Source: an optimization exercise on an open RTL-to-GDS flow (aim: small area, a short achievable clock period and few clock cycles per item). Production flows keep margins and buffers that such runs may drop. Function was checked by simulation only, so behaviour that the tests miss may differ from the original.

==> flow/design.v <==
`default_nettype none
package sm4TablesPkg;
  function automatic logic [1:0] gf4Mul(input logic [1:0] a, input logic [1:0] b);
    logic hh, ll, mm;
    hh = a[1] & b[1];
    ll = a[0] & b[0];
    mm = (a[1] ^ a[0]) & (b[1] ^ b[0]);
    gf4Mul = {mm ^ ll, hh ^ ll};
  endfunction
  function automatic logic [3:0] gf16Mul(input logic [3:0] a, input logic [3:0] b, input logic [1:0] nu);
    logic [1:0] hh, ll, mm;
    hh = gf4Mul(a[3:2], b[3:2]);
    ll = gf4Mul(a[1:0], b[1:0]);
    mm = gf4Mul(a[3:2] ^ a[1:0], b[3:2] ^ b[1:0]);
    gf16Mul = {mm ^ ll, gf4Mul(hh, nu) ^ ll};
  endfunction
  function automatic logic [3:0] gf16Inv2(input logic [3:0] a);
    case (a)
      4'd0: gf16Inv2 = 4'd0;
      4'd1: gf16Inv2 = 4'd1;
      4'd2: gf16Inv2 = 4'd3;
      4'd3: gf16Inv2 = 4'd2;
      4'd4: gf16Inv2 = 4'd15;
      4'd5: gf16Inv2 = 4'd12;
      4'd6: gf16Inv2 = 4'd9;
      4'd7: gf16Inv2 = 4'd11;
      4'd8: gf16Inv2 = 4'd10;
      4'd9: gf16Inv2 = 4'd6;
      4'd10: gf16Inv2 = 4'd8;
      4'd11: gf16Inv2 = 4'd7;
      4'd12: gf16Inv2 = 4'd5;
      4'd13: gf16Inv2 = 4'd14;
      4'd14: gf16Inv2 = 4'd13;
      4'd15: gf16Inv2 = 4'd4;
      default: gf16Inv2 = 4'd0;
    endcase
  endfunction
  function automatic logic [7:0] sbox(input logic [7:0] x);
    logic [7:0] t;
    logic [7:0] v;
    logic [3:0] ah, al, d, di;
    t[0] = x[1] ^ x[2] ^ x[5];
    t[1] = x[1] ^ x[4] ^ x[5] ^ x[6] ^ 1'b1;
    t[2] = x[2] ^ x[5] ^ x[7];
    t[3] = x[3] ^ x[4] ^ 1'b1;
    t[4] = x[0] ^ x[1] ^ x[2] ^ x[4] ^ x[6];
    t[5] = x[6] ^ 1'b1;
    t[6] = x[2] ^ x[7] ^ 1'b1;
    t[7] = x[0] ^ x[1] ^ x[2] ^ x[3] ^ x[4] ^ x[5] ^ x[6] ^ 1'b1;
    ah = t[7:4];
    al = t[3:0];
    d  = gf16Mul(ah, ah, 2'd2) ;
    d  = gf16Mul(d, 4'd9, 2'd2) ^ gf16Mul(ah, al, 2'd2) ^ gf16Mul(al, al, 2'd2);
    di = gf16Inv2(d);
    v  = {gf16Mul(ah, di, 2'd2), gf16Mul(ah ^ al, di, 2'd2)};
    sbox[0] = v[0] ^ v[2] ^ v[4] ^ v[6] ^ 1'b1;
    sbox[1] = v[0] ^ v[6] ^ 1'b1;
    sbox[2] = v[1] ^ v[2] ^ v[4] ^ v[5] ^ v[6];
    sbox[3] = v[0] ^ v[4] ^ v[6] ^ v[7];
    sbox[4] = v[1] ^ v[3] ^ v[7] ^ 1'b1;
    sbox[5] = v[1] ^ v[3] ^ v[5];
    sbox[6] = v[0] ^ v[1] ^ 1'b1;
    sbox[7] = v[0] ^ v[1] ^ v[2] ^ v[3] ^ v[5] ^ 1'b1;
  endfunction
  function automatic logic [31:0] ck(input logic [4:0] i);
    case (i)
      5'd0: ck = 32'h00070e15;
      5'd1: ck = 32'h1c232a31;
      5'd2: ck = 32'h383f464d;
      5'd3: ck = 32'h545b6269;
      5'd4: ck = 32'h70777e85;
      5'd5: ck = 32'h8c939aa1;
      5'd6: ck = 32'ha8afb6bd;
      5'd7: ck = 32'hc4cbd2d9;
      5'd8: ck = 32'he0e7eef5;
      5'd9: ck = 32'hfc030a11;
      5'd10: ck = 32'h181f262d;
      5'd11: ck = 32'h343b4249;
      5'd12: ck = 32'h50575e65;
      5'd13: ck = 32'h6c737a81;
      5'd14: ck = 32'h888f969d;
      5'd15: ck = 32'ha4abb2b9;
      5'd16: ck = 32'hc0c7ced5;
      5'd17: ck = 32'hdce3eaf1;
      5'd18: ck = 32'hf8ff060d;
      5'd19: ck = 32'h141b2229;
      5'd20: ck = 32'h30373e45;
      5'd21: ck = 32'h4c535a61;
      5'd22: ck = 32'h686f767d;
      5'd23: ck = 32'h848b9299;
      5'd24: ck = 32'ha0a7aeb5;
      5'd25: ck = 32'hbcc3cad1;
      5'd26: ck = 32'hd8dfe6ed;
      5'd27: ck = 32'hf4fb0209;
      5'd28: ck = 32'h10171e25;
      5'd29: ck = 32'h2c333a41;
      5'd30: ck = 32'h484f565d;
      5'd31: ck = 32'h646b7279;
      default: ck = 32'h0;
    endcase
  endfunction
  localparam logic [127:0] FK = {
    32'ha3b1bac6,
    32'h56aa3350,
    32'h677d9197,
    32'hb27022dc
  };
  function automatic logic [31:0] rotl(input logic [31:0] w, input int unsigned n);
    rotl = (w << n) | (w >> (32 - n));
  endfunction
  function automatic logic [31:0] tauSub(input logic [31:0] a);
    tauSub = {sbox(a[31:24]), sbox(a[23:16]), sbox(a[15:8]), sbox(a[7:0])};
  endfunction
  function automatic logic [31:0] dataT(input logic [31:0] x);
    logic [31:0] b;
    b = tauSub(x);
    dataT = b ^ rotl(b, 2) ^ rotl(b, 10) ^ rotl(b, 18) ^ rotl(b, 24);
  endfunction
  function automatic logic [31:0] keyT(input logic [31:0] x);
    logic [31:0] b;
    b = tauSub(x);
    keyT = b ^ rotl(b, 13) ^ rotl(b, 23);
  endfunction
endpackage
`default_nettype wire
`default_nettype none
package sm4CorePkg;
  localparam int WORD_W  = 32;
  localparam int BLOCK_W = 128;
  localparam int ROUNDS  = 32;
  localparam int ROUND_W = 5;
endpackage
`default_nettype wire
`default_nettype none
import sm4CorePkg::*;
module sm4Core (
  input  wire logic                             clk,
  input  wire logic                             rst_n,
  input  wire logic                             start,
  input  wire logic                             decrypt,
  input  wire logic [sm4CorePkg::BLOCK_W-1:0]   key,
  input  wire logic [sm4CorePkg::BLOCK_W-1:0]   textIn,
  output logic [sm4CorePkg::BLOCK_W-1:0]        textOut,
  output logic                                  done
);
  localparam logic [ROUND_W-1:0] CNT_LAST = ROUND_W'(ROUNDS - 1);
  logic               busy;
  logic               rounds;
  logic               decMode;
  logic               valid;
  logic [ROUND_W-1:0] cnt;
  logic [ROUND_W-1:0] cntNext;
  logic               accept;
  logic               hit;
  logic               lastRound;
  logic               toRounds;
  logic               keyBack;
  logic               saveEnd;
  logic [BLOCK_W-1:0] keyIn;
  logic [BLOCK_W-1:0] kw;
  logic [BLOCK_W-1:0] ko;
  assign keyIn     = key ^ sm4TablesPkg::FK;
  assign accept    = start && !busy;
  assign hit       = valid && (keyIn == kw);
  assign lastRound = busy && rounds && (cnt == '0);
  assign toRounds  = busy && !rounds && (!decMode || cnt == CNT_LAST);
  assign keyBack   = busy && decMode && rounds;
  always_comb
  begin
    if (accept)
      cntNext = hit ? (decrypt ? CNT_LAST : ROUND_W'(1)) : '0;
    else if (!busy || lastRound)
      cntNext = '0;
    else if (rounds ? decMode : (decMode && cnt == CNT_LAST))
      cntNext = rounds ? cnt - 1'b1 : cnt;
    else
      cntNext = cnt + 1'b1;
  end
  always_ff @(posedge clk or negedge rst_n)
  begin
    if (!rst_n)
    begin
      busy    <= 1'b0;
      rounds  <= 1'b0;
      decMode <= 1'b0;
      valid   <= 1'b0;
      cnt     <= '0;
      done    <= 1'b0;
    end
    else
    begin
      done <= lastRound;
      cnt  <= cntNext;
      if (accept)
      begin
        busy    <= 1'b1;
        rounds  <= hit;
        decMode <= decrypt;
      end
      else
      begin
        if (lastRound)
        begin
          busy  <= 1'b0;
          valid <= 1'b1;
        end
        if (toRounds)
          rounds <= 1'b1;
      end
    end
  end
  logic [WORD_W-1:0] ckReg;
  always_ff @(posedge clk)
    ckReg <= sm4TablesPkg::ck(cntNext);
  logic [WORD_W-1:0] k0, k1, k2, k3;
  logic [WORD_W-1:0] tk;
  logic [WORD_W-1:0] e0, e1, e2, e3;
  logic              stepFwd;
  logic              stepBack;
  logic              encEnd;
  assign {k0, k1, k2, k3} = kw;
  assign tk = sm4TablesPkg::keyT(k1 ^ k2 ^ (keyBack ? k0 : k3) ^ ckReg);
  assign encEnd   = lastRound && !decMode;
  assign stepFwd  = (accept && hit && !decrypt) || (busy && !keyBack && !encEnd);
  assign stepBack = busy && keyBack;
  always_comb
  begin
    if (accept && !hit)
      {e0, e1, e2, e3} = keyIn;
    else if ((accept && decrypt) || encEnd)
      {e0, e1, e2, e3} = ko;
    else if (stepFwd)
      {e0, e1, e2, e3} = {k1, k2, k3, k0};
    else if (stepBack)
      {e0, e1, e2, e3} = {k3, k0, k1, k2};
    else
      {e0, e1, e2, e3} = kw;
  end
  always_ff @(posedge clk)
    kw <= {(tk & {WORD_W{stepBack}}) ^ e0, e1, e2, (tk & {WORD_W{stepFwd}}) ^ e3};
  assign saveEnd = busy && (decMode ? (rounds && cnt == CNT_LAST)
                                    : (!rounds || cnt == '0));
  always_ff @(posedge clk)
  begin
    if ((accept && hit && !decrypt) || saveEnd)
      ko <= kw;
  end
  logic [WORD_W-1:0] x0, x1, x2, x3;
  logic [WORD_W-1:0] ty;
  logic              dataRound;
  assign dataRound = busy && rounds;
  assign ty = sm4TablesPkg::dataT(x1 ^ x2 ^ x3 ^ k3);
  always_ff @(posedge clk)
  begin
    if (accept)
      {x0, x1, x2} <= textIn[127:32];
    else if (dataRound)
      {x0, x1, x2} <= {x1, x2, x3};
  end
  always_ff @(posedge clk)
    x3 <= (ty & {WORD_W{dataRound}}) ^ (accept ? textIn[31:0] : (dataRound ? x0 : x3));
  assign textOut = {x3, x2, x1, x0};
endmodule
`default_nettype wire
==> flow/run.sh <==
#!/bin/bash
# synth_recipe.tcl (not shown) runs the flow's synth.tcl, then flattens the netlist and writes it again
# the make line also repeats each setting of config.mk as NAME=value (left out here)
make -C /OpenROAD-flow-scripts/flow DESIGN_CONFIG=/design/flow/config.mk WORK_HOME=/design/flow/orfs CLKGATE_MAP_FILE= SYNTH_SCRIPT=/design/flow/synth_recipe.tcl finish
==> flow/config.mk <==
export PLATFORM = sky130hd
export DESIGN_NAME = sm4Core
export DESIGN_NICKNAME = sm4Core
export VERILOG_FILES = /design/flow/design.v
export SDC_FILE = /design/flow/constraint.sdc
export NUM_CORES = 8
export LEC_CHECK = 0
export CAP_MARGIN = 20
export CORE_MARGIN = 2
export CORE_UTILIZATION = 60
export SETUP_SLACK_MARGIN = 4
export SLEW_MARGIN = 20
==> flow/constraint.sdc <==
create_clock -name core_clock -period 11.0 [get_ports {clk}]
set_input_delay 2.2000 -clock core_clock [delete_from_list [all_inputs] [get_ports {clk}]]
set_output_delay 2.2000 -clock core_clock [all_outputs]
set_load 0.01 [all_outputs]
==> results of run 1 <==
## sequential cells by signal, summed over array words and instances (netlist names)
name and count:
busy 1, rounds 1, x3 32, x1 32, ko 128, done 1, kw 128, x2 32
decMode 1, valid 1, cnt 5, ckReg 21, x0 32
## synthesized netlist by cell type (9+ instances only)
cell type,n
sky130_fd_sc_hd__xnor2_1,600
sky130_fd_sc_hd__nand2_1,508
sky130_fd_sc_hd__edfxtp_1,288
sky130_fd_sc_hd__xor2_1,279
sky130_fd_sc_hd__nor2_1,278
sky130_fd_sc_hd__mux2i_1,231
sky130_fd_sc_hd__a21oi_1,200
sky130_fd_sc_hd__clkbuf_1,124
sky130_fd_sc_hd__dfxtp_1,117
sky130_fd_sc_hd__a211oi_1,116
sky130_fd_sc_hd__inv_1,110
sky130_fd_sc_hd__xnor3_1,85
sky130_fd_sc_hd__ha_1,84
sky130_fd_sc_hd__o21ai_0,82
sky130_fd_sc_hd__a222oi_1,64
sky130_fd_sc_hd__xnor2_2,57
sky130_fd_sc_hd__nand3_1,47
sky130_fd_sc_hd__o22ai_1,47
sky130_fd_sc_hd__buf_2,37
sky130_fd_sc_hd__nor3_1,37
sky130_fd_sc_hd__nand2b_1,28
sky130_fd_sc_hd__nor4_1,25
sky130_fd_sc_hd__o21ai_1,25
sky130_fd_sc_hd__and2_1,23
sky130_fd_sc_hd__a22oi_1,22
sky130_fd_sc_hd__buf_1,22
sky130_fd_sc_hd__a31oi_1,21
sky130_fd_sc_hd__o211ai_1,21
sky130_fd_sc_hd__xor3_1,20
sky130_fd_sc_hd__and3_1,19
sky130_fd_sc_hd__mux2_2,18
sky130_fd_sc_hd__a221oi_1,17
sky130_fd_sc_hd__or3_1,16
sky130_fd_sc_hd__nor2b_1,15
sky130_fd_sc_hd__or2_2,14
sky130_fd_sc_hd__nand4_1,13
sky130_fd_sc_hd__xnor2_4,13
sky130_fd_sc_hd__a21o_1,12
sky130_fd_sc_hd__a22o_1,10
sky130_fd_sc_hd__dfrtp_1,10
sky130_fd_sc_hd__inv_2,10
sky130_fd_sc_hd__o21a_1,10
sky130_fd_sc_hd__a32oi_1,9
sky130_fd_sc_hd__nor3b_1,9
sky130_fd_sc_hd__xor2_2,9
## routing by layer
metal | share of wire [%] | vias to the layer above | wire (um) | track usage [%]
met5 | 0 | - | 0 | 0
met4 | 4.9 | 0 | 6820 | 16.9
met3 | 12 | 372 | 16900 | 9.06
met2 | 44 | 2048 | 61100 | 58.5
met1 | 39 | 16400 | 54500 | 56.1
li1 | - | 15100 | - | -
## layout make-up
type	count	area share, %
diodes	3	0.0157
inverters	120	0.949
clock inverters	17	0.427
well taps	846	2.22
clock buffers	69	2.68
multi-input cells	3274	58.6
flip-flops and latches	415	23.6
repair buffers	585	11.5
## logic make-up after synthesis
kind of cell	Yosys count
AOI/OAI and AO/OA	762
DFF	415
adders and majority gates	92
and+or+nand+nor	1075
buffers and inverters	314
muxes	271
xor gates and xnor gates	1069
## per-stage QoR
step	setup WS [ns]	cell area [um^2]
floorplan	4.00	38400
global placement	2.40	42800
detailed placement	2.30	42800
CTS	3.97	45700
global route	3.86	47700
finish	4.10	47700
## cells in the final DEF (no fill, tap or decap), types with 22 or more instances in the layout
master / n
sky130_fd_sc_hd__a211oi_1: 114
sky130_fd_sc_hd__a21oi_1: 198
sky130_fd_sc_hd__a222oi_1: 64
sky130_fd_sc_hd__and2_1: 24
sky130_fd_sc_hd__buf_4: 182
sky130_fd_sc_hd__clkbuf_16: 47
sky130_fd_sc_hd__clkdlybuf4s50_1: 388
sky130_fd_sc_hd__dfxtp_1: 97
sky130_fd_sc_hd__edfxtp_1: 288
sky130_fd_sc_hd__ha_1: 74
sky130_fd_sc_hd__inv_1: 107
sky130_fd_sc_hd__mux2i_1: 218
sky130_fd_sc_hd__nand2_1: 504
sky130_fd_sc_hd__nand2b_1: 27
sky130_fd_sc_hd__nand3_1: 44
sky130_fd_sc_hd__nor2_1: 272
sky130_fd_sc_hd__nor3_1: 35
sky130_fd_sc_hd__nor4_1: 23
sky130_fd_sc_hd__o21ai_0: 79
sky130_fd_sc_hd__o21ai_1: 26
sky130_fd_sc_hd__o22ai_1: 47
sky130_fd_sc_hd__xnor2_1: 505
sky130_fd_sc_hd__xnor2_2: 113
sky130_fd_sc_hd__xnor2_4: 52
sky130_fd_sc_hd__xnor3_1: 66
sky130_fd_sc_hd__xnor3_2: 22
sky130_fd_sc_hd__xor2_1: 239
sky130_fd_sc_hd__xor2_2: 36
## timing repair
action,4_1_cts,5_1_grt
resized for setup,156,177
setup endpoints to repair,161,211
setup buffers,57,105
cloned,2,4
pin swaps,53,90
## worst max-delay path, stage by stage (launching register included)
cell,delay (ns)
sky130_fd_sc_hd__dfxtp_2,0.57
sky130_fd_sc_hd__xnor2_2,0.13
sky130_fd_sc_hd__xnor2_2,0.15
sky130_fd_sc_hd__buf_4,0.17
sky130_fd_sc_hd__xnor2_4,0.27
sky130_fd_sc_hd__xnor3_1,0.46
sky130_fd_sc_hd__ha_1,0.27
sky130_fd_sc_hd__or4_1,0.54
sky130_fd_sc_hd__nand4_1,0.20
sky130_fd_sc_hd__xnor2_1,0.21
sky130_fd_sc_hd__xnor3_2,0.36
sky130_fd_sc_hd__inv_1,0.13
sky130_fd_sc_hd__ha_1,0.29
sky130_fd_sc_hd__a21oi_1,0.22
sky130_fd_sc_hd__a22o_1,0.25
sky130_fd_sc_hd__nor2_1,0.10
sky130_fd_sc_hd__xnor2_2,0.33
sky130_fd_sc_hd__xor2_1,0.56
sky130_fd_sc_hd__xnor2_2,0.19
sky130_fd_sc_hd__xnor3_2,0.48
sky130_fd_sc_hd__xor2_4,0.21
sky130_fd_sc_hd__xnor2_1,0.51
sky130_fd_sc_hd__a21oi_1,0.13
## worst max path at each step
stage / to / depth (start not counted) / slack (ns) / start
final: x3[10]$_DFF_P_ / 22 / 4.10 / kw[20]$_DFF_P_
after floorplan: kw[127]$_DFF_P_ / 31 / 4.00 / busy$_DFFE_PN0P_
after detailed placement: kw[18]$_DFF_P_ / 26 / 2.30 / decMode$_DFFE_PN0P_
after global routing: kw[111]$_DFF_P_ / 29 / 3.86 / decMode$_DFFE_PN0P_
after CTS: kw[1]$_DFF_P_ / 28 / 3.97 / decMode$_DFFE_PN0P_
after global placement: kw[80]$_DFFE_PP_ / 13 / 2.40 / key[29]
==> out/qor.tcl, run 1 <==
set qor(grt_first_pass_wirelength_um) 198000
set qor(synth-compound-area-share_pct) 13.9
set qor(report.final.hold_viol_count) 0
set qor(regArea_um2) 11300
set qor(grt_overflow) 0
set qor(synthSimpleGateAreaFrac_pct) 12.4
set qor(multi_input_comb_area_um2) 28000
set qor(worst-endpoint-arrival_ns) 7.37
set qor(finalSetupViolCount) 0
set qor(timing.max_cap.violations) 0
set qor(n_fill_cell) 4569
set qor(worst_pin_slew_ns) 1.14
set qor(worstPathMaxFanout) 7
set qor(r2r-start) {kw[20]$_DFF_P_}
set qor(area.growth.synth_to_final_pct) 24.5
set qor(unrepaired_setup_endpoints_after_global_routing) {true}
set qor(synthArstFlopShare_pct) 2.41
set qor(std_cell_rows) 92
set qor(die_extent_in_y_um) 257
set qor(fin_cells) 5329
set qor(synth_xor_area_share_pct) 30.4
set qor(holdWs_ns) 0.544
set qor(timing.reg2reg.worst_path_depth) 22
set qor(clock_slew_at_the_register_clock_pins_of_the_worst_setup_and_hold_paths_ns) 0.06
set qor(nature_of_the_critical_path_startpoint) {flip-flop}
set qor(grt_max_degree) 193
set qor(first_global_vias) 30800
set qor(floorplan.die_area_um2) 65900
set qor(timing.reg2reg.setup_slack_ns) 4.10
set qor(worst_skew_pair_latency_ns) 0.62
set qor(timing.hold.worst.class) {reg2reg}
set qor(wire_per_inst_um) 26.1
set qor(core_region_area_um2) 63100
set qor(ys.warnings.count) 1
set qor(drt-pass1-iter-count) 10
set qor(global_route.usage.total_pct) 39.7
set qor(finalWeightedCongestion) 0.995
set qor(synth_sequential_area_ratio_pct) 29.3
set qor(synth_top_family_by_area) {XOR/XNOR gates}
set qor(fmaxAchievable_mhz) 145
set qor(cts.htree.levels) 2
set qor(drc_errors) 0
set qor(hp-start) {x3[30]$_DFF_P_}
set qor(timing.setup.tns_ns) 0
set qor(netlist_instances) 3998
set qor(final_period_minus_worst_setup_slack_ns) 6.90
set qor(dp.cells) 5072
set qor(synth_mux_area_share_pct) 7.65
set qor(synth_area_per_cell_um2) 9.59
set qor(nets) 4786
set qor(synth_area_leader_cell) {sky130_fd_sc_hd__edfxtp_1}
set qor(first_iter_violations) 5131
set qor(slew_violations) 0
set qor(hold_path_depth) 2
set qor(worstSetupEndpointType) {flip-flop}
set qor(horiz_die_dim_um) 257
set qor(rr_endpoint) {x3[10]$_DFF_P_}
set qor(route.antenna.remaining_nets) 0
set qor(antenna_violations_before_repair) 5
set qor(outcome) {complete, no violations}
set qor(fin_worst_skew_ns) 0.0266
set qor(synth_fp_nets) 4342
set qor(netlist-cell-type-count) 120
set qor(synth_enable_flop_cells) 288
set qor(min_delay_worst_endpoint) {x3[30]$_DFF_P_}
set qor(tritoncts_clock_tree) {yes}
set qor(post_synthesis_cell_area_um2) 38300
set qor(synth-seq-cells) 415
set qor(fraction_of_final_layout_cells_with_drive_strength_greater_than_1_pct) 15.5
set qor(worstPathRequired_ns) 11.47
set qor(cts-buffers-inserted) 46
set qor(path_class) {reg2reg}
set qor(clock_tree.root_cell) {sky130_fd_sc_hd__clkbuf_16}
set qor(post_cts_hold_buffer_count) 0
set qor(totalWireLength_um) 139000
set qor(initial_utilization_pct) 60.8
set qor(io-pin-count) 389
set qor(fin_util_pct) 75.7
set qor(period_share_pct) 62.8
set qor(synth_area_leaders) {sky130_fd_sc_hd__edfxtp_1, sky130_fd_sc_hd__xnor2_1, sky130_fd_sc_hd__xor2_1}
set qor(dr_total_vias) 33800
set qor(place.port_buffers) 388
set qor(synthAdderAreaFrac_pct) 2.95
set qor(max_slew_margin_pct) 23.8
set qor(post_drt_via_cell_ratio) 6.35
set qor(dp.final_hpwl_um) 100000
set qor(clock_sinks) 415
set qor(ys_dominant_reg_cell) {sky130_fd_sc_hd__edfxtp_1}
set qor(synth.top_cell.area_share_pct) 22.6
set qor(maximum_buffer_depth_of_the_clock_tree) 3
Testbench counts, summed over its fixed seeds: cycles 55,796, blocks 1,600.
==> run 2: changes to the inputs <==
--- a/flow/config.mk
+++ b/flow/config.mk
@@ -7,6 +7,7 @@
 export LEC_CHECK = 0
 export CAP_MARGIN = 20
 export CORE_MARGIN = 2
-export CORE_UTILIZATION = 60
+export CORE_UTILIZATION = 40
 export SETUP_SLACK_MARGIN = 4
 export SLEW_MARGIN = 20
+export TNS_END_PERCENT = 0
==> out/qor.tcl, run 2 <==
set qor(synthSimpleGateAreaFrac_pct) 12.4 ;# unchanged
set qor(grt_first_pass_wirelength_um) 205000 ;# +3.5%
set qor(timing.reg2reg.worst_path_depth) 23 ;# +4.5%
set qor(holdWs_ns) 0.556 ;# +0.0113 ns
set qor(worstPathMaxFanout) 57 ;# +50
set qor(synth-seq-cells) 415 ;# unchanged
set qor(post_cts_hold_buffer_count) 0 ;# unchanged
set qor(fraction_of_final_layout_cells_with_drive_strength_greater_than_1_pct) 14.4 ;# -1.1 points
set qor(timing.reg2reg.setup_slack_ns) 4.11 ;# about the same
set qor(synthAdderAreaFrac_pct) 2.95 ;# unchanged
set qor(floorplan.die_area_um2) 98300 ;# +49%
set qor(synth_sequential_area_ratio_pct) 29.3 ;# unchanged
set qor(worst-endpoint-arrival_ns) 7.55 ;# +0.18 ns
set qor(synthArstFlopShare_pct) 2.41 ;# unchanged
set qor(first_global_vias) 30100 ;# -2.3%
set qor(post-synth-top-count-cell) {sky130_fd_sc_hd__xnor2_1}
set qor(finalSetupViolCount) 0 ;# unchanged
set qor(post_drt_via_cell_ratio) 5.75 ;# -9.4%
set qor(core_region_area_um2) 95000 ;# +51%
set qor(initial_utilization_pct) 40.3 ;# -20 points
set qor(synth_area_leader_cell) {sky130_fd_sc_hd__edfxtp_1}
set qor(timing.setup.tns_ns) 0 ;# unchanged
set qor(clock_tree.root_cell) {sky130_fd_sc_hd__clkbuf_16}
set qor(n_fill_cell) 8772 ;# +92%
set qor(grt_overflow) 0 ;# unchanged
set qor(first_iter_violations) 4068 ;# -21%
set qor(cpLargestDelayFamily) {simple AND/OR/NAND/NOR gates}
set qor(place.port_buffers) 388 ;# unchanged
set qor(ys.warnings.count) 1 ;# unchanged
set qor(global_route.usage.total_pct) 27.9 ;# -12 points
set qor(most_frequent_cells_in_the_layout) {sky130_fd_sc_hd__xnor2_1, sky130_fd_sc_hd__nand2_1, sky130_fd_sc_hd__clkdlybuf4s50_1}
set qor(outcome) {complete, no violations}
set qor(worst_pin_slew_ns) 1.12 ;# -0.0259 ns
set qor(tritoncts_clock_tree) {yes}
set qor(synth_mux_area_share_pct) 7.65 ;# unchanged
set qor(nature_of_the_critical_path_startpoint) {input port}
set qor(antenna_violations_before_repair) 3 ;# -2
set qor(rr_endpoint) {x3[29]$_DFF_P_}
set qor(die_extent_in_y_um) 314 ;# +22%
set qor(std_cell_rows) 113 ;# +23%
set qor(post_synthesis_cell_area_um2) 38300 ;# unchanged
set qor(drt-pass1-iter-count) 9 ;# -1
set qor(timing.max_cap.violations) 0 ;# unchanged
set qor(placedInstanceArea_um2) 43400 ;# +1.3%
set qor(crit_chain) {clkdlybuf4s50_1, xnor2_1, nor4_2, nand4_1, nor4_1, nand3_1, nor4_1, buf_4, nand2_1, inv_1, nand2_1, a21oi_4, buf_12, a222oi_1, mux2i_1}
set qor(worstSetupEndpointType) {flip-flop}
set qor(route.antenna.remaining_nets) 0 ;# unchanged
set qor(totalWireLength_um) 146000 ;# +4.5%
set qor(cts-buffers-inserted) 50 ;# +8.7%
set qor(min_delay_worst_endpoint) {x3[30]$_DFF_P_}
set qor(synth.top_cell.area_share_pct) 22.6 ;# unchanged
set qor(horiz_die_dim_um) 314 ;# +22%
set qor(path_class) {in2reg}
set qor(netlist-cell-type-count) 120 ;# unchanged
set qor(report.final.hold_viol_count) 0 ;# unchanged
set qor(worst_path_largest_cell_delay_ns) 1.01 ;# +0.44 ns
set qor(hold_path_depth) 2 ;# unchanged
set qor(synth_xor_area_share_pct) 30.4 ;# unchanged
set qor(synth_fp_nets) 4342 ;# unchanged
set qor(synth-compound-area-share_pct) 13.9 ;# unchanged
set qor(synth_top_family_by_area) {XOR/XNOR gates}
set qor(fmaxAchievable_mhz) 141 ;# -3.0%
set qor(synth_top_cells_by_count) {sky130_fd_sc_hd__xnor2_1, sky130_fd_sc_hd__nand2_1, sky130_fd_sc_hd__edfxtp_1}
set qor(ys_dominant_reg_cell) {sky130_fd_sc_hd__edfxtp_1}
set qor(clock_slew_at_the_register_clock_pins_of_the_worst_setup_and_hold_paths_ns) 0.06 ;# about the same
set qor(cts.htree.levels) 2 ;# unchanged
set qor(timing.hold.worst.class) {reg2reg}
set qor(grt_max_degree) 178 ;# -7.8%
set qor(final_area_um2) 47900 ;# +0.35%
set qor(area.growth.synth_to_final_pct) 25.0
set qor(worstPathBufferInverterCount) 4 ;# +2
set qor(maximum_buffer_depth_of_the_clock_tree) 3 ;# unchanged
set qor(final_period_minus_worst_setup_slack_ns) 7.11 ;# +0.210 ns
set qor(worstPathRequired_ns) 11.44 ;# -0.03 ns
set qor(dr_total_vias) 32900 ;# -2.8%
set qor(worst_skew_pair_latency_ns) 0.66 ;# +0.04 ns
set qor(finalWeightedCongestion) 0.968 ;# -2.7%
set qor(drc_errors) 0 ;# unchanged
set qor(netlist_instances) 3998 ;# unchanged
set qor(synth_enable_flop_cells) 288 ;# unchanged
set qor(unrepaired_setup_endpoints_after_global_routing) {true}
set qor(dp.final_hpwl_um) 109000 ;# +8.6%
set qor(max_slew_margin_pct) 25.6 ;# +1.7 points
set qor(r2r-start) {x1[20]$_DFFE_PP_}
set qor(hp-start) {x3[30]$_DFF_P_}
set qor(wire_per_inst_um) 25.5 ;# -2.6%
set qor(final_common_cell) {sky130_fd_sc_hd__xnor2_1}
set qor(synth_area_per_cell_um2) 9.59 ;# unchanged
set qor(clock_sinks) 415 ;# unchanged
set qor(fin_worst_skew_ns) 0.0552 ;# +0.0286 ns
set qor(nets) 4754 ;# -0.67%
set qor(io-pin-count) 389 ;# unchanged
set qor(synth_area_leaders) {sky130_fd_sc_hd__edfxtp_1, sky130_fd_sc_hd__xnor2_1, sky130_fd_sc_hd__xor2_1}
set qor(slew_violations) 0 ;# unchanged
set qor(reg_top3) {ko x128, kw x128}
set qor(period_share_pct) 64.7 ;# +1.9 points
set qor(cp_slowest_cell) {sky130_fd_sc_hd__a21oi_4}
[run 2: cell types whose count changed in the layout (fill, tap and decap cells not counted), moves of 7 or more]
cell / previous run / this run
sky130_fd_sc_hd__buf_4: 182 / 147
sky130_fd_sc_hd__xor2_1: 239 / 246
sky130_fd_sc_hd__xnor2_2: 113 / 122
sky130_fd_sc_hd__xnor2_4: 52 / 40
sky130_fd_sc_hd__mux2i_1: 218 / 225
[run 2: worst register-to-register path, stage by stage (launching register included)]
cell and delay, ns:
sky130_fd_sc_hd__edfxtp_1 0.54, sky130_fd_sc_hd__xnor2_2 0.22, sky130_fd_sc_hd__xnor2_2 0.14, sky130_fd_sc_hd__buf_4 0.17, sky130_fd_sc_hd__xnor2_4 0.28, sky130_fd_sc_hd__xnor3_1 0.44
sky130_fd_sc_hd__ha_1 0.28, sky130_fd_sc_hd__or4_1 0.54, sky130_fd_sc_hd__nand4_1 0.20, sky130_fd_sc_hd__xnor2_1 0.20, sky130_fd_sc_hd__xnor3_2 0.36, sky130_fd_sc_hd__inv_1 0.14
sky130_fd_sc_hd__ha_1 0.30, sky130_fd_sc_hd__mux2i_1 0.18, sky130_fd_sc_hd__mux2i_1 0.16, sky130_fd_sc_hd__a31oi_1 0.35, sky130_fd_sc_hd__o21ai_0 0.18, sky130_fd_sc_hd__xor2_1 0.28
sky130_fd_sc_hd__xnor3_2 0.50, sky130_fd_sc_hd__xor3_2 0.50, sky130_fd_sc_hd__xnor2_1 0.18, sky130_fd_sc_hd__xnor3_1 0.32, sky130_fd_sc_hd__nand2_1 0.13, sky130_fd_sc_hd__xor2_1 0.19
[run 2: layout make-up]
class / count / area (um^2) / area share, %
clock buffers: 65 / 1340 / 2.80
flip-flops and latches: 415 / 11300 / 23.5
diodes: 1 / 2.50 / 0.00522
repair buffers: 550 / 5280 / 11.0
clock inverters: 29 / 417 / 0.870
well taps: 1265 / 1580 / 3.30
multi-input cells: 3273 / 27500 / 57.5
inverters: 120 / 453 / 0.946
[run 2: layer usage]
layer  wire, um  vias up  GRT usage, %
li1           -    15000             -
met2      65400     1549          43.4
met3      13000      239          4.76
met5         27        -             0
met4       5290        4          8.97
met1      61900    16100          39.5
[run 2: worst max-delay path by stage]
stage,startpoint,end,slack (ns),cells after the start
final,key[32],kw[74]$_DFFE_PP_,3.89,15
after global routing,busy$_DFFE_PN0P_,kw[111]$_DFF_P_,3.82,27
after CTS,busy$_DFFE_PN0P_,kw[114]$_DFF_P_,3.89,27
after detailed placement,decMode$_DFFE_PN0P_,kw[104]$_DFF_P_,2.25,28
after global placement,decMode$_DFFE_PN0P_,kw[111]$_DFF_P_,2.45,27
after floorplan,busy$_DFFE_PN0P_,kw[111]$_DFF_P_,3.83,31
[run 2: what timing repair did]
item	4_1_cts	5_1_grt
gates resized for setup	118	151
endpoints found under the hold margin	0	0
setup buffers	45	78
setup endpoints to repair	177	191
gates cloned	3	2
pin swaps	33	62
[run 2: logic make-up (layout without fill, tap and decap cells)]
| kind of cell | after synthesis | count (layout) |
|---|---|---|
| compound gates | 762 | 762 |
| simple gates | 1075 | 1079 |
| other cells | 0 | 1 |
| xor+xnor | 1069 | 1069 |
| flops | 415 | 415 |
| buf+inv | 314 | 764 |
| mux | 271 | 271 |
| fa+ha+maj | 92 | 92 |
[run 2: metrics by stage]
stage	cells	utilization, %	setup slack, ns
finish	5718	50.4	3.89
global route	5717	50.4	3.82
CTS	5637	48.7	3.89
detailed placement	5495	45.7	2.25
global placement	5495	45.7	2.45
floorplan	3998	-	3.83
==> run 3: changes to the inputs <==
--- a/flow/config.mk
+++ b/flow/config.mk
@@ -8,6 +8,6 @@
 export CAP_MARGIN = 20
 export CORE_MARGIN = 2
 export CORE_UTILIZATION = 40
-export SETUP_SLACK_MARGIN = 4
+export SETUP_SLACK_MARGIN = 5
 export SLEW_MARGIN = 20
 export TNS_END_PERCENT = 0
==> out/qor.tcl, run 3 <==
set qor(outcome) {complete, no violations}
set qor(horiz_die_dim_um) 314 ;# unchanged
set qor(period_share_pct) 59.2 ;# -5.5 points
set qor(most_frequent_cells_in_the_layout) {sky130_fd_sc_hd__nand2_1, sky130_fd_sc_hd__xnor2_1, sky130_fd_sc_hd__clkdlybuf4s50_1}
set qor(die_extent_in_y_um) 314 ;# unchanged
set qor(worst_setup_path_startpoint) {key[32]}
set qor(maximum_buffer_depth_of_the_clock_tree) 3 ;# unchanged
set qor(worstPathRequired_ns) 11.50 ;# +0.06 ns
set qor(post_drt_via_cell_ratio) 5.76 ;# about the same
set qor(reg_top3) {ko x128, kw x128}
set qor(grt_overflow) 0 ;# unchanged
set qor(synth_sequential_area_ratio_pct) 29.3 ;# unchanged
set qor(unrepaired_setup_endpoints_after_global_routing) {true}
set qor(dp.final_hpwl_um) 109000 ;# unchanged
set qor(worst_pin_slew_ns) 1.20 ;# +0.0806 ns
set qor(worst_skew_pair_latency_ns) 0.66 ;# about the same
set qor(slew_violations) 0 ;# unchanged
set qor(io-pin-count) 389 ;# unchanged
set qor(synth_enable_flop_cells) 288 ;# unchanged
set qor(post_route_worst_setup_slack_ns) 4.49 ;# +0.602 ns
set qor(worstPathMaxFanout) 12 ;# -79%
set qor(report.final.hold_viol_count) 0 ;# unchanged
set qor(r2r-start) {decMode$_DFFE_PN0P_}
set qor(grt_first_pass_wirelength_um) 214000 ;# +4.3%
set qor(hp-start) {kw[66]$_DFFE_PP_}
set qor(cts.htree.levels) 2 ;# unchanged
set qor(post-synth-top-count-cell) {sky130_fd_sc_hd__xnor2_1}
set qor(pre_cts_ws_ns) 2.25 ;# unchanged
set qor(netlist-cell-type-count) 120 ;# unchanged
set qor(synth_area_leader_cell) {sky130_fd_sc_hd__edfxtp_1}
set qor(post_synthesis_cell_area_um2) 38300 ;# unchanged
set qor(grt_max_degree) 178 ;# unchanged
set qor(ys_dominant_reg_cell) {sky130_fd_sc_hd__edfxtp_1}
set qor(worstSetupEndpointType) {flip-flop}
set qor(n_fill_cell) 8416 ;# -4.1%
set qor(timing.max_cap.violations) 0 ;# unchanged
set qor(synth-seq-cells) 415 ;# unchanged
set qor(final_common_cell) {sky130_fd_sc_hd__nand2_1}
set qor(final_period_minus_worst_setup_slack_ns) 6.51 ;# -0.602 ns
set qor(totalWireLength_um) 151000 ;# +3.5%
set qor(fraction_of_final_layout_cells_with_drive_strength_greater_than_1_pct) 21.9 ;# +7.5 points
set qor(synth.top_cell.area_share_pct) 22.6 ;# unchanged
set qor(fin_worst_skew_ns) 0.0562 ;# +0.000961 ns
set qor(wire_per_inst_um) 25.7 ;# +0.78%
set qor(synth_top_cells_by_count) {sky130_fd_sc_hd__xnor2_1, sky130_fd_sc_hd__nand2_1, sky130_fd_sc_hd__edfxtp_1}
set qor(finalWeightedCongestion) 0.968 ;# unchanged
set qor(fmaxAchievable_mhz) 154 ;# +9.2%
set qor(cts-buffers-inserted) 50 ;# unchanged
set qor(worst-endpoint-arrival_ns) 7.01 ;# -0.54 ns
set qor(dp.cells) 5495 ;# unchanged
set qor(clock_tree.root_cell) {sky130_fd_sc_hd__clkbuf_16}
set qor(path_class) {in2reg}
set qor(ys.warnings.count) 1 ;# unchanged
set qor(initial_utilization_pct) 40.3 ;# unchanged
set qor(netlist_instances) 3998 ;# unchanged
set qor(dr_total_vias) 33800 ;# +2.8%
set qor(post_cts_hold_buffer_count) 0 ;# unchanged
set qor(fin_cells) 5871 ;# +2.7%
set qor(first_global_vias) 31700 ;# +5.2%
set qor(drt-pass1-iter-count) 10 ;# +1
set qor(core_region_area_um2) 95000 ;# unchanged
set qor(place.port_buffers) 388 ;# unchanged
set qor(clock_sinks) 415 ;# unchanged
set qor(max_slew_margin_pct) 20.2 ;# -5.4 points
set qor(route.antenna.remaining_nets) 0 ;# unchanged
set qor(fin_util_pct) 53.5 ;# +3.1 points
set qor(drc_errors) 0 ;# unchanged
set qor(timing.hold.worst.class) {reg2reg}
set qor(finalSetupViolCount) 0 ;# unchanged
set qor(synth_fp_nets) 4342 ;# unchanged
set qor(synthArstFlopShare_pct) 2.41 ;# unchanged
set qor(nature_of_the_critical_path_startpoint) {input port}
set qor(tritoncts_clock_tree) {yes}
set qor(std_cell_rows) 113 ;# unchanged
set qor(clock_slew_at_the_register_clock_pins_of_the_worst_setup_and_hold_paths_ns) 0.07 ;# about the same
set qor(area.growth.synth_to_final_pct) 32.6
set qor(first_iter_violations) 4364 ;# +7.3%
set qor(floorplan.die_area_um2) 98300 ;# unchanged
set qor(global_route.usage.total_pct) 29.1 ;# +1.2 points
set qor(synth_area_per_cell_um2) 9.59 ;# unchanged
set qor(antenna_violations_before_repair) 3 ;# unchanged
set qor(nets) 4904 ;# +3.2%
set qor(synth_area_leaders) {sky130_fd_sc_hd__edfxtp_1, sky130_fd_sc_hd__xnor2_1, sky130_fd_sc_hd__xor2_1}
set qor(timing.setup.tns_ns) 0 ;# unchanged
-- run 3: cell type report --
cell class	count	area [um^2]	area share [%]
Antenna cell	4	10.0	0.0197
Clock inverter	29	417	0.820
Multi-Input combinational cell	3276	29200	57.4
Sequential cell	415	11300	22.2
Tap cell	1265	1580	3.12
Inverter	120	462	0.909
Timing Repair Buffer	697	6510	12.8
Clock buffer	65	1340	2.63
-- run 3: path summary, 6_finish.rpt --
check,to,cells after the start,slack [ns]
hold reg to reg,ko[66]$_DFFE_PP_,0,0.51
hold / removal,ko[66]$_DFFE_PP_,0,0.51
min in group asynchronous,rounds$_DFFE_PN0P_,1,1.93
setup / recovery,ckReg[31]$_DFF_P_,17,4.49
setup reg to reg,kw[101]$_DFF_P_,29,4.55
max in group asynchronous,busy$_DFFE_PN0P_,1,8.66
-- run 3: per-stage QoR --
step	area, um^2	hold WS [ns]
after global routing	50800	0.529
after detailed placement	43400	0.544
after global placement	43400	0.547
after floorplan	38300	0.403
after CTS	49300	0.558
final	50800	0.511
-- run 3: kinds of logic after synthesis --
logic type,synth area share (%)
xor+xnor,30.4
compound gates,13.9
simple gates,12.4
mux,7.65
buf+inv,3.38
fa+ha+maj,2.95
flops,29.3
-- run 3: metal layers --
metal,track usage (%),wire length [um],vias up
met5,0,0,-
met4,11.8,6960,0
met3,5.26,13500,307
met2,45.0,67500,1660
met1,40.3,62600,16500
li1,-,-,15300
-- run 3: repair_timing --
action / 4_1_cts / 5_1_grt
endpoints found under the hold margin: 0 / 0
endpoints found under the setup margin: 369 / 266
setup buffers: 203 / 65
cloned: 10 / 0
pin swaps: 191 / 104
gates resized for setup: 406 / 170
-- run 3: critical path: stages --
cell,delay (ns)
sky130_fd_sc_hd__clkdlybuf4s50_1,0.55
sky130_fd_sc_hd__xnor2_1,0.33
sky130_fd_sc_hd__nor4_2,0.65
sky130_fd_sc_hd__nand4_1,0.22
sky130_fd_sc_hd__nor4_1,0.26
sky130_fd_sc_hd__nand3_1,0.16
sky130_fd_sc_hd__nor4_2,0.48
sky130_fd_sc_hd__buf_4,0.23
sky130_fd_sc_hd__nand2_1,0.09
sky130_fd_sc_hd__inv_1,0.12
sky130_fd_sc_hd__nand2_1,0.14
sky130_fd_sc_hd__nand2_1,0.29
sky130_fd_sc_hd__inv_1,0.28
sky130_fd_sc_hd__ha_1,0.47
sky130_fd_sc_hd__nand2_1,0.09
sky130_fd_sc_hd__o21ai_0,0.09
sky130_fd_sc_hd__o21ai_1,0.35
==> run 4: changes to the inputs <==
--- a/flow/config.mk
+++ b/flow/config.mk
@@ -10,4 +10,3 @@
 export CORE_UTILIZATION = 40
 export SETUP_SLACK_MARGIN = 5
 export SLEW_MARGIN = 20
-export TNS_END_PERCENT = 0
==> out/qor.tcl, run 4 <==
set qor(netlist_instances) 3998 ;# unchanged
set qor(synth_area_leaders) {sky130_fd_sc_hd__edfxtp_1, sky130_fd_sc_hd__xnor2_1, sky130_fd_sc_hd__xor2_1}
set qor(finalWeightedCongestion) 0.964 ;# -0.37%
set qor(post-synth-top-count-cell) {sky130_fd_sc_hd__xnor2_1}
set qor(final_common_cell) {sky130_fd_sc_hd__nand2_1}
set qor(post_drt_via_cell_ratio) 5.73 ;# -0.49%
set qor(fmaxAchievable_mhz) 153 ;# -0.65%
set qor(critPathMostFrequentCell) {sky130_fd_sc_hd__buf_4}
set qor(clock_slew_at_the_register_clock_pins_of_the_worst_setup_and_hold_paths_ns) 0.06 ;# about the same
set qor(first_iter_violations) 4038 ;# -7.5%
set qor(synth_enable_flop_cells) 288 ;# unchanged
set qor(dp.final_hpwl_um) 107000 ;# -2.2%
set qor(timing.setup.tns_ns) 0 ;# unchanged
set qor(final_period_minus_worst_setup_slack_ns) 6.55 ;# +0.0425 ns
set qor(report.final.hold_viol_count) 0 ;# unchanged
set qor(synth_sequential_area_ratio_pct) 29.3 ;# unchanged
set qor(clock_sinks) 415 ;# unchanged
set qor(timing.reg2reg.worst_path_depth) 37 ;# +28%
set qor(outcome) {failed layout checks}
set qor(slew_violations) 4 ;# +4
set qor(std_cell_rows) 113 ;# unchanged
set qor(worst_path_largest_cell_delay_ns) 0.39 ;# -0.26 ns
set qor(multi_input_comb_area_um2) 32200 ;# +10%
set qor(period_share_pct) 59.6 ;# +0.39 points
set qor(nature_of_the_critical_path_startpoint) {flip-flop}
set qor(first_global_vias) 32900 ;# +4.0%
set qor(cts-buffers-inserted) 50 ;# unchanged
set qor(synthArstFlopShare_pct) 2.41 ;# unchanged
set qor(worstPathRequired_ns) 11.52 ;# +0.02 ns
set qor(cp_slowest_cell) {sky130_fd_sc_hd__xnor3_2}
set qor(post_cts_hold_buffer_count) 0 ;# unchanged
set qor(cts.htree.levels) 2 ;# unchanged
set qor(timing.hold.worst.class) {reg2reg}
set qor(totalWireLength_um) 157000 ;# +3.9%
set qor(grt_overflow) 0 ;# unchanged
set qor(worst_skew_pair_latency_ns) 0.64 ;# -0.02 ns
set qor(violations) {capacitance limit, slew limit}
set qor(io-pin-count) 389 ;# unchanged
set qor(ys.warnings.count) 1 ;# unchanged
set qor(ys_dominant_reg_cell) {sky130_fd_sc_hd__edfxtp_1}
set qor(rr_endpoint) {kw[31]$_DFF_P_}
set qor(core_region_area_um2) 95000 ;# unchanged
set qor(nets) 5139 ;# +4.8%
set qor(antenna_violations_before_repair) 19 ;# +16
set qor(drt-pass1-iter-count) 6 ;# -4
set qor(reg_top3) {ko x128, kw x128}
set qor(initial_utilization_pct) 40.3 ;# unchanged
set qor(setup.worst_path.end) {kw[31]$_DFF_P_}
set qor(synth_top_cells_by_count) {sky130_fd_sc_hd__xnor2_1, sky130_fd_sc_hd__nand2_1, sky130_fd_sc_hd__edfxtp_1}
set qor(post_route_worst_setup_slack_ns) 4.45 ;# -0.0425 ns
set qor(global_route.usage.total_pct) 29.6 ;# +0.42 points
set qor(dr_total_vias) 35000 ;# +3.6%
set qor(post_synthesis_cell_area_um2) 38300 ;# unchanged
set qor(tritoncts_clock_tree) {yes}
set qor(horiz_die_dim_um) 314 ;# unchanged
set qor(timing.reg2reg.setup_slack_ns) 4.45 ;# -0.10 ns
set qor(grt_first_pass_wirelength_um) 219000 ;# +2.1%
set qor(netlist-cell-type-count) 120 ;# unchanged
set qor(route.antenna.remaining_nets) 0 ;# unchanged
set qor(clock_tree.root_cell) {sky130_fd_sc_hd__clkbuf_16}
set qor(synth_fp_nets) 4342 ;# unchanged
set qor(regArea_um2) 11300 ;# about the same
set qor(synth_area_leader_cell) {sky130_fd_sc_hd__edfxtp_1}
set qor(most_frequent_cells_in_the_layout) {sky130_fd_sc_hd__nand2_1, sky130_fd_sc_hd__buf_4, sky130_fd_sc_hd__clkdlybuf4s50_1}
set qor(worst-endpoint-arrival_ns) 7.07 ;# +0.06 ns
set qor(r2r-start) {decMode$_DFFE_PN0P_}
set qor(unrepaired_setup_endpoints_after_global_routing) {true}
set qor(worst_pin_slew_ns) 2.02 ;# +0.827 ns
set qor(synth.top_cell.area_share_pct) 22.6 ;# unchanged
set qor(n_fill_cell) 7679 ;# -8.8%
set qor(drc_errors) 0 ;# unchanged
set qor(pre_cts_ws_ns) 2.54 ;# +0.286 ns
set qor(max_slew_margin_pct) -36.4 ;# -57 points
set qor(synth_area_per_cell_um2) 9.59 ;# unchanged
set qor(path_class) {reg2reg}
set qor(area.growth.synth_to_final_pct) 46.7
set qor(synth-seq-cells) 415 ;# unchanged
set qor(worst_setup_path_startpoint) {decMode$_DFFE_PN0P_}
set qor(fin_worst_skew_ns) 0.0331 ;# -0.0231 ns
set qor(worstPathMaxFanout) 7 ;# -5
set qor(fraction_of_final_layout_cells_with_drive_strength_greater_than_1_pct) 32.1 ;# +10 points
set qor(worstSetupEndpointType) {flip-flop}
set qor(wire_per_inst_um) 25.6 ;# -0.15%
set qor(grt_max_degree) 92 ;# -48%
set qor(die_extent_in_y_um) 314 ;# unchanged
set qor(floorplan.die_area_um2) 98300 ;# unchanged
set qor(timing.max_cap.violations) 1 ;# +1
set qor(place.port_buffers) 388 ;# unchanged
set qor(maximum_buffer_depth_of_the_clock_tree) 3 ;# unchanged
set qor(finalSetupViolCount) 0 ;# unchanged
[run 4: cell counts after synthesis]
Identical to the previous run, type by type.
[run 4: cell type report]
cell class,count,area share [%]
well taps,1265,2.82
inverters,120,0.839
clock inverters,30,0.630
multi-input cells,3274,57.3
diodes,9,0.0401
flip-flops and latches,415,20.1
repair buffers,934,15.8
clock buffers,64,2.41
[run 4: kinds of logic (layout without fill, tap and decap cells)]
logic type,after synthesis,in the layout,share of synthesized area (%)
and+or+nand+nor,1075,1080,12.4
xor gates and xnor gates,1069,1069,30.4
AOI/OAI and AO/OA,762,762,13.9
DFF,415,415,29.3
buffers and inverters,314,1148,3.38
muxes,271,271,7.65
adders and majority gates,92,92,2.95
other,0,9,0
[run 4: what timing repair did]
action	CTS	global route
hold endpoints to repair	0	0
pin swaps	340	279
setup buffers	358	151
setup endpoints to repair	369	281
gates cloned	8	2
gates resized for setup	626	385
[run 4: worst min path at each step]
stage                          startpoint                 to  depth (start not counted)
after detailed placement   x3[30]$_DFF_P_     x3[30]$_DFF_P_                          2
after CTS                  kw[99]$_DFF_P_   ko[99]$_DFFE_PP_                          0
after floorplan             kw[0]$_DFF_P_    ko[0]$_DFFE_PP_                          0
after global routing      kw[115]$_DFF_P_  ko[115]$_DFFE_PP_                          0
after global placement     x3[30]$_DFF_P_     x3[30]$_DFF_P_                          2
final                      x3[30]$_DFF_P_     x3[30]$_DFF_P_                          2
[run 4: through the flow]
| stage | cell area (um^2) | util, % | cells | hold slack, ns |
|---|---|---|---|---|
| 6_report | 56200 | 59.2 | 6111 | 0.553 |
| 3_3_place_gp | 44200 | 46.5 | 5489 | 0.515 |
| 5_1_grt | 56200 | 59.1 | 6103 | 0.575 |
| 4_1_cts | 52700 | 55.5 | 5949 | 0.550 |
| 3_5_place_dp | 44200 | 46.5 | 5489 | 0.518 |
| 2_1_floorplan | 39300 | - | 3998 | 0.403 |
[run 4: routing by layer]
metal / up-vias / track usage, % / share of wire, %
met2: 1617 / 49.2 / 47
li1: 15800 / - / -
met1: 17200 / 37.8 / 38
met4: 8 / 12.7 / 5.9
met5: - / 0 / 0.029
met3: 420 / 5.19 / 8.8
[run 4: critical path: cells and delay by family (launching register included)]
kind | cells | cell delay, ns
flip-flops | 1 | 0.36
XOR/XNOR | 9 | 2.12
multiplexers | 2 | 0.58
buffers and inverters | 21 | 2.65
AND/OR/NAND/NOR | 4 | 0.58
AO/OA/AOI/OAI | 1 | 0.11
==> run 5: changes to the inputs <==
--- a/flow/config.mk
+++ b/flow/config.mk
@@ -10,3 +10,4 @@
 export CORE_UTILIZATION = 40
 export SETUP_SLACK_MARGIN = 5
 export SLEW_MARGIN = 20
+export TNS_END_PERCENT = 10
==> out/qor.tcl, run 5 <==
set qor(synth_top_cells_by_count) {sky130_fd_sc_hd__xnor2_1, sky130_fd_sc_hd__nand2_1, sky130_fd_sc_hd__edfxtp_1}
set qor(final_period_minus_worst_setup_slack_ns) 6.50 ;# -0.0541 ns
set qor(synth_area_leader_cell) {sky130_fd_sc_hd__edfxtp_1}
set qor(core_region_area_um2) 95000 ;# unchanged
set qor(final_area_um2) 53800 ;# -4.2%
set qor(timing.reg2reg.worst_path_depth) 31 ;# -16%
set qor(reg_top3) {ko x128, kw x128}
set qor(synth.top_cell.area_share_pct) 22.6 ;# unchanged
set qor(period_share_pct) 59.1 ;# -0.49 points
set qor(synth_area_leaders) {sky130_fd_sc_hd__edfxtp_1, sky130_fd_sc_hd__xnor2_1, sky130_fd_sc_hd__xor2_1}
set qor(timing.hold.worst.class) {reg2reg}
set qor(placedInstanceArea_um2) 43400 ;# -1.8%
set qor(global_route.usage.total_pct) 29.5 ;# about the same
set qor(min_delay_worst_endpoint) {ko[118]$_DFFE_PP_}
set qor(drc_errors) 0 ;# unchanged
set qor(dp.final_hpwl_um) 109000 ;# +2.3%
set qor(cts-buffers-inserted) 50 ;# unchanged
set qor(hold_path_depth) 0 ;# -2
set qor(synth-seq-cells) 415 ;# unchanged
set qor(route.antenna.remaining_nets) 0 ;# unchanged
set qor(final_common_cell) {sky130_fd_sc_hd__nand2_1}
set qor(timing.reg2reg.setup_slack_ns) 4.55 ;# +0.10 ns
set qor(unrepaired_setup_endpoints_after_global_routing) {true}
set qor(synthArstFlopShare_pct) 2.41 ;# unchanged
set qor(drt-pass1-iter-count) 9 ;# +3
set qor(max_slew_margin_pct) 21.8 ;# +58 points
set qor(area.growth.synth_to_final_pct) 40.4
set qor(rr_endpoint) {kw[27]$_DFF_P_}
set qor(fin_worst_skew_ns) 0.0515 ;# +0.0184 ns
set qor(worst_skew_pair_latency_ns) 0.66 ;# +0.02 ns
set qor(grt_max_degree) 178 ;# +93%
set qor(r2r-start) {decMode$_DFFE_PN0P_}
set qor(synth_fp_nets) 4342 ;# unchanged
set qor(io-pin-count) 389 ;# unchanged
set qor(first_iter_violations) 4288 ;# +6.2%
set qor(post_cts_hold_buffer_count) 0 ;# unchanged
set qor(nature_of_the_critical_path_startpoint) {input port}
set qor(worst-endpoint-arrival_ns) 7.01 ;# -0.06 ns
set qor(post-synth-top-count-cell) {sky130_fd_sc_hd__xnor2_1}
set qor(worstPathRequired_ns) 11.51 ;# about the same
set qor(hp-start) {kw[118]$_DFF_P_}
set qor(most_frequent_cells_in_the_layout) {sky130_fd_sc_hd__nand2_1, sky130_fd_sc_hd__buf_4, sky130_fd_sc_hd__xnor2_1}
set qor(first_global_vias) 32300 ;# -1.8%
set qor(grt_first_pass_wirelength_um) 217000 ;# -0.72%
set qor(post_synthesis_cell_area_um2) 38300 ;# unchanged
set qor(finalWeightedCongestion) 0.968 ;# +0.37%
set qor(fraction_of_final_layout_cells_with_drive_strength_greater_than_1_pct) 27.8 ;# -4.3 points
set qor(worstPathMaxFanout) 12 ;# +5
set qor(dr_total_vias) 34800 ;# -0.59%
set qor(clock_tree.root_cell) {sky130_fd_sc_hd__clkbuf_16}
set qor(wire_per_inst_um) 25.8 ;# +0.76%
set qor(outcome) {complete, no violations}
set qor(tritoncts_clock_tree) {yes}
set qor(synth_area_per_cell_um2) 9.59 ;# unchanged
set qor(initial_utilization_pct) 40.3 ;# unchanged
set qor(ys.warnings.count) 1 ;# unchanged
set qor(synth_enable_flop_cells) 288 ;# unchanged
set qor(fmaxAchievable_mhz) 154 ;# +0.83%
set qor(ys_dominant_reg_cell) {sky130_fd_sc_hd__edfxtp_1}
set qor(finalSetupViolCount) 0 ;# unchanged
set qor(die_extent_in_y_um) 314 ;# unchanged
set qor(grt_overflow) 0 ;# unchanged
set qor(timing.setup.tns_ns) 0 ;# unchanged
set qor(worstSetupEndpointType) {flip-flop}
set qor(synth_sequential_area_ratio_pct) 29.3 ;# unchanged
set qor(cts.htree.levels) 2 ;# unchanged
set qor(totalWireLength_um) 156000 ;# -0.56%
set qor(clock_sinks) 415 ;# unchanged
set qor(nets) 5066 ;# -1.4%
set qor(std_cell_rows) 113 ;# unchanged
set qor(slew_violations) 0 ;# -4
set qor(timing.max_cap.violations) 0 ;# -1
set qor(netlist_instances) 3998 ;# unchanged
set qor(maximum_buffer_depth_of_the_clock_tree) 3 ;# unchanged
set qor(clock_slew_at_the_register_clock_pins_of_the_worst_setup_and_hold_paths_ns) 0.06 ;# about the same
set qor(netlist-cell-type-count) 120 ;# unchanged
set qor(report.final.hold_viol_count) 0 ;# unchanged
set qor(post_drt_via_cell_ratio) 5.77 ;# +0.73%
set qor(horiz_die_dim_um) 314 ;# unchanged
set qor(worst_pin_slew_ns) 1.17 ;# -0.852 ns
set qor(place.port_buffers) 388 ;# unchanged
set qor(floorplan.die_area_um2) 98300 ;# unchanged
set qor(antenna_violations_before_repair) 4 ;# -15
set qor(path_class) {in2reg}
[run 5: cell counts after synthesis]
No cell type changed its count.
[run 5: cell families after synthesis]
logic type	after synthesis	synth area share (%)
flip-flops	415	29.3
AND/OR/NAND/NOR	1075	12.4
buffers and inverters	314	3.38
XOR/XNOR	1069	30.4
adder cells (fa/ha/maj)	92	2.95
AO/OA/AOI/OAI	762	13.9
multiplexers	271	7.65
[run 5: critical path, stage by stage]
cell and delay [ns]:
sky130_fd_sc_hd__clkdlybuf4s50_1 0.55, sky130_fd_sc_hd__xnor2_1 0.33, sky130_fd_sc_hd__nor4_2 0.64, sky130_fd_sc_hd__nand4_1 0.22, sky130_fd_sc_hd__nor4_1 0.25, sky130_fd_sc_hd__nand3_1 0.16, sky130_fd_sc_hd__nor4_2 0.47, sky130_fd_sc_hd__buf_4 0.23
sky130_fd_sc_hd__nand2_1 0.09, sky130_fd_sc_hd__inv_1 0.12, sky130_fd_sc_hd__nand2_1 0.13, sky130_fd_sc_hd__nand2_1 0.29, sky130_fd_sc_hd__inv_1 0.29, sky130_fd_sc_hd__ha_1 0.48, sky130_fd_sc_hd__nand2_1 0.09, sky130_fd_sc_hd__o21ai_0 0.09
sky130_fd_sc_hd__o21ai_1 0.35
[run 5: repair_timing]
action,in CTS,in global routing
gates resized for setup,486,370
setup buffers,288,140
gates cloned,11,1
setup endpoints to repair,369,242
pin swaps,247,210
[run 5: per-stage QoR]
stage	hold slack (ns)	setup slack [ns]	instances	util, %
2_1_floorplan	0.403	3.83	3998	-
3_3_place_gp	0.547	2.45	5495	45.7
3_5_place_dp	0.544	2.25	5495	45.7
4_1_cts	0.558	4.66	5888	53.1
5_1_grt	0.577	4.35	6031	56.6
6_report	0.568	4.50	6031	56.6
[run 5: area by class of cell]
type                       count  area, um^2
multi-input combinational   3276       30700
inverter                     120         458
tap                         1265        1580
antenna                        2        5.00
timing repair buffer         859        8010
clock buffer                  65        1340
clock inverter                29         417
sequential                   415       11300
fill                        7993       41200
[run 5: layer usage]
layer  routed length [um]  global-route usage [%]  up-vias
met3                14900                    6.04      354
li1                     -                       -    15600
met1                62700                    40.1    17000
met4                 8200                    12.9        2
met2                69900                    45.6     1760
met5                   13                       0        -
[run 5: how the worst max path moves through the flow]
stage,from,to,slack [ns],cells past startpoint
after floorplan,busy$_DFFE_PN0P_,kw[111]$_DFF_P_,3.83,31
after global placement,decMode$_DFFE_PN0P_,kw[111]$_DFF_P_,2.45,27
after detailed placement,decMode$_DFFE_PN0P_,kw[104]$_DFF_P_,2.25,28
after CTS,decMode$_DFFE_PN0P_,kw[1]$_DFF_P_,4.66,30
after global routing,rounds$_DFFE_PN0P_,kw[102]$_DFF_P_,4.35,31
final,key[32],ckReg[31]$_DFF_P_,4.50,17
==> run 6: changes to the inputs <==
--- a/flow/config.mk
+++ b/flow/config.mk
@@ -7,7 +7,7 @@
 export LEC_CHECK = 0
 export CAP_MARGIN = 20
 export CORE_MARGIN = 2
-export CORE_UTILIZATION = 40
+export CORE_UTILIZATION = 60
 export SETUP_SLACK_MARGIN = 5
 export SLEW_MARGIN = 20
-export TNS_END_PERCENT = 10
+export TNS_END_PERCENT = 0
==> out/qor.tcl, run 6 <==
set qor(floorplan.die_area_um2) 65900 ;# -33%
set qor(dp.cells) 5075 ;# -7.6%
set qor(clock_tree.root_cell) {sky130_fd_sc_hd__clkbuf_16}
set qor(outcome) {complete, no violations}
set qor(synth_fp_nets) 4342 ;# unchanged
set qor(worst_skew_pair_latency_ns) 0.62 ;# -0.04 ns
set qor(drc_errors) 0 ;# unchanged
set qor(totalWireLength_um) 145000 ;# -6.7%
set qor(grt_use_met1_pct) 58.0 ;# +18 points
set qor(clock_sinks) 415 ;# unchanged
set qor(initial_utilization_pct) 60.8 ;# +20 points
set qor(crit_chain) {clkdlybuf4s50_1, xor2_1, nor4_1, nand4_1, nor4_1, nand3_1, nor4_4, buf_4, nand2_1, inv_1, nand2_2, nand2_8, buf_6, mux2i_1, a211oi_1, a211oi_1, a21oi_1, xnor2_1}
set qor(cts.htree.levels) 2 ;# unchanged
set qor(synthArstFlopShare_pct) 2.41 ;# unchanged
set qor(final_common_cell) {sky130_fd_sc_hd__nand2_1}
set qor(netlist-cell-type-count) 120 ;# unchanged
set qor(synth_top_family_by_area) {XOR/XNOR gates}
set qor(die_extent_in_y_um) 257 ;# -18%
set qor(nets) 4865 ;# -4.0%
set qor(hp-start) {x3[19]$_DFF_P_}
set qor(tritoncts_clock_tree) {yes}
set qor(synth-seq-cells) 415 ;# unchanged
set qor(synth_sequential_area_ratio_pct) 29.3 ;# unchanged
set qor(period_share_pct) 59.5 ;# +0.41 points
set qor(timing.max_cap.violations) 0 ;# unchanged
set qor(worst-endpoint-arrival_ns) 7.03 ;# +0.02 ns
set qor(dp.final_hpwl_um) 102000 ;# -6.6%
set qor(worstPathRequired_ns) 11.49 ;# -0.02 ns
set qor(post-synth-top-count-cell) {sky130_fd_sc_hd__xnor2_1}
set qor(synth_area_leaders) {sky130_fd_sc_hd__edfxtp_1, sky130_fd_sc_hd__xnor2_1, sky130_fd_sc_hd__xor2_1}
set qor(post_cts_hold_buffer_count) 0 ;# unchanged
set qor(post_synthesis_cell_area_um2) 38300 ;# unchanged
set qor(path_class) {in2reg}
set qor(ys.warnings.count) 1 ;# unchanged
==> run 6: cell types whose count changed in the layout (fill, tap and decap cells not counted), moves of 10 or more <==
cell | before | now
sky130_fd_sc_hd__buf_12 | 21 | 8
sky130_fd_sc_hd__buf_4 | 398 | 251
sky130_fd_sc_hd__buf_6 | 42 | 13
sky130_fd_sc_hd__ha_1 | 50 | 63
sky130_fd_sc_hd__ha_4 | 21 | 7
sky130_fd_sc_hd__nand2_1 | 490 | 503
sky130_fd_sc_hd__nor2_1 | 256 | 266
sky130_fd_sc_hd__o21ai_0 | 68 | 78
sky130_fd_sc_hd__xnor2_1 | 392 | 462
sky130_fd_sc_hd__xnor2_2 | 198 | 144
sky130_fd_sc_hd__xnor2_4 | 80 | 64
sky130_fd_sc_hd__xor2_1 | 210 | 220
sky130_fd_sc_hd__xor2_4 | 29 | 12
==> run 6: logic make-up after synthesis <==
family | count (synthesis)
AND/OR/NAND/NOR | 1075
XOR/XNOR | 1069
AO/OA/AOI/OAI | 762
flip-flops | 415
buffers and inverters | 314
multiplexers | 271
adder cells (fa/ha/maj) | 92
==> run 6: path summary, 6_finish.rpt <==
path	end	slack, ns	cells after the start
max	kw[2]$_DFF_P_	4.45	18
min in group asynchronous	done$_DFF_PN0_	1.91	1
min	x3[19]$_DFF_P_	0.53	2
max in group asynchronous	decMode$_DFFE_PN0P_	8.74	1
max reg2reg	kw[7]$_DFF_P_	4.45	28
min reg2reg	x3[19]$_DFF_P_	0.53	2
==> run 6: timing repair <==
| item | in CTS | in global routing |
|---|---|---|
| pin swaps | 187 | 22 |
| resized for setup | 468 | 43 |
| setup buffers | 220 | 16 |
| setup endpoints to repair | 365 | 272 |
| cloned | 7 | 0 |
| hold endpoints to repair | 0 | 0 |
==> run 6: metrics by stage <==
| step | cell area [um^2] | hold slack, ns |
|---|---|---|
| 2_1_floorplan | 38300 | 0.403 |
| 3_3_place_gp | 42800 | 0.505 |
| 3_5_place_dp | 42800 | 0.517 |
| 4_1_cts | 48900 | 0.534 |
| 5_1_grt | 49300 | 0.546 |
| 6_report | 49300 | 0.532 |
==> run 6: cell type report <==
cell class / instances / share of cell area [%]
Multi-Input combinational cell: 3273 / 58.5
Sequential cell: 415 / 22.9
Timing Repair Buffer: 664 / 12.6
Clock buffer: 65 / 2.63
Tap cell: 846 / 2.15
Inverter: 120 / 0.918
Clock inverter: 23 / 0.309
Antenna cell: 6 / 0.0304
==> run 6: layer usage <==
layer	wire [um]	vias to the layer above
met5	24	-
met4	8750	4
met3	17700	443
met2	62700	2300
met1	56100	16900
li1	-	15200
==> run 6: worst max-delay path: cells and delay by family <==
family / cells / cell delay (ns)
AOI/OAI and AO/OA: 3 / 0.77
xor gates and xnor gates: 2 / 0.34
buffers and inverters: 4 / 1.15
muxes: 1 / 0.13
and+or+nand+nor: 8 / 2.41

[static timing again, ports no longer ideal]
The flow's constraints put no driver on any port. The routed layouts listed below were extracted and timed again, unchanged, in two steps. Step 1 (the two cells are an assumption about what drives the block):
set clk [get_ports {clk}]
set_driving_cell -lib_cell sky130_fd_sc_hd__clkbuf_16 $clk
set_driving_cell -lib_cell sky130_fd_sc_hd__buf_2 [delete_from_list [all_inputs] $clk]
Step 2 also shifts input and output timing later by t, the mid clock arrival at the registers, as if the neighbouring blocks saw the same clock. Slacks: ideal / step 1 / step 2; pairs: ideal / step 1.
run	t, ns	setup WS [ns]	worst setup path after step 2	clock arrival spread, ns
run 1	0.667	4.097 / 4.097 / 3.536	input to register	0.027 / 0.027
run 2	0.690	3.887 / 3.917 / 3.227	input to register	0.058 / 0.058
run 3	0.694	4.488 / 4.520 / 3.826	input to register	0.059 / 0.059
run 4	0.688	4.446 / 4.446 / 3.907	input to register	0.033 / 0.033
run 5	0.698	4.500 / 4.532 / 3.834	input to register	0.054 / 0.054
run 6	0.671	4.455 / 4.457 / 3.825	input to register	0.020 / 0.020
The setup slack of run 5, which loses most, moves by +0.032 ns with the drivers and by -0.666 ns with both steps.
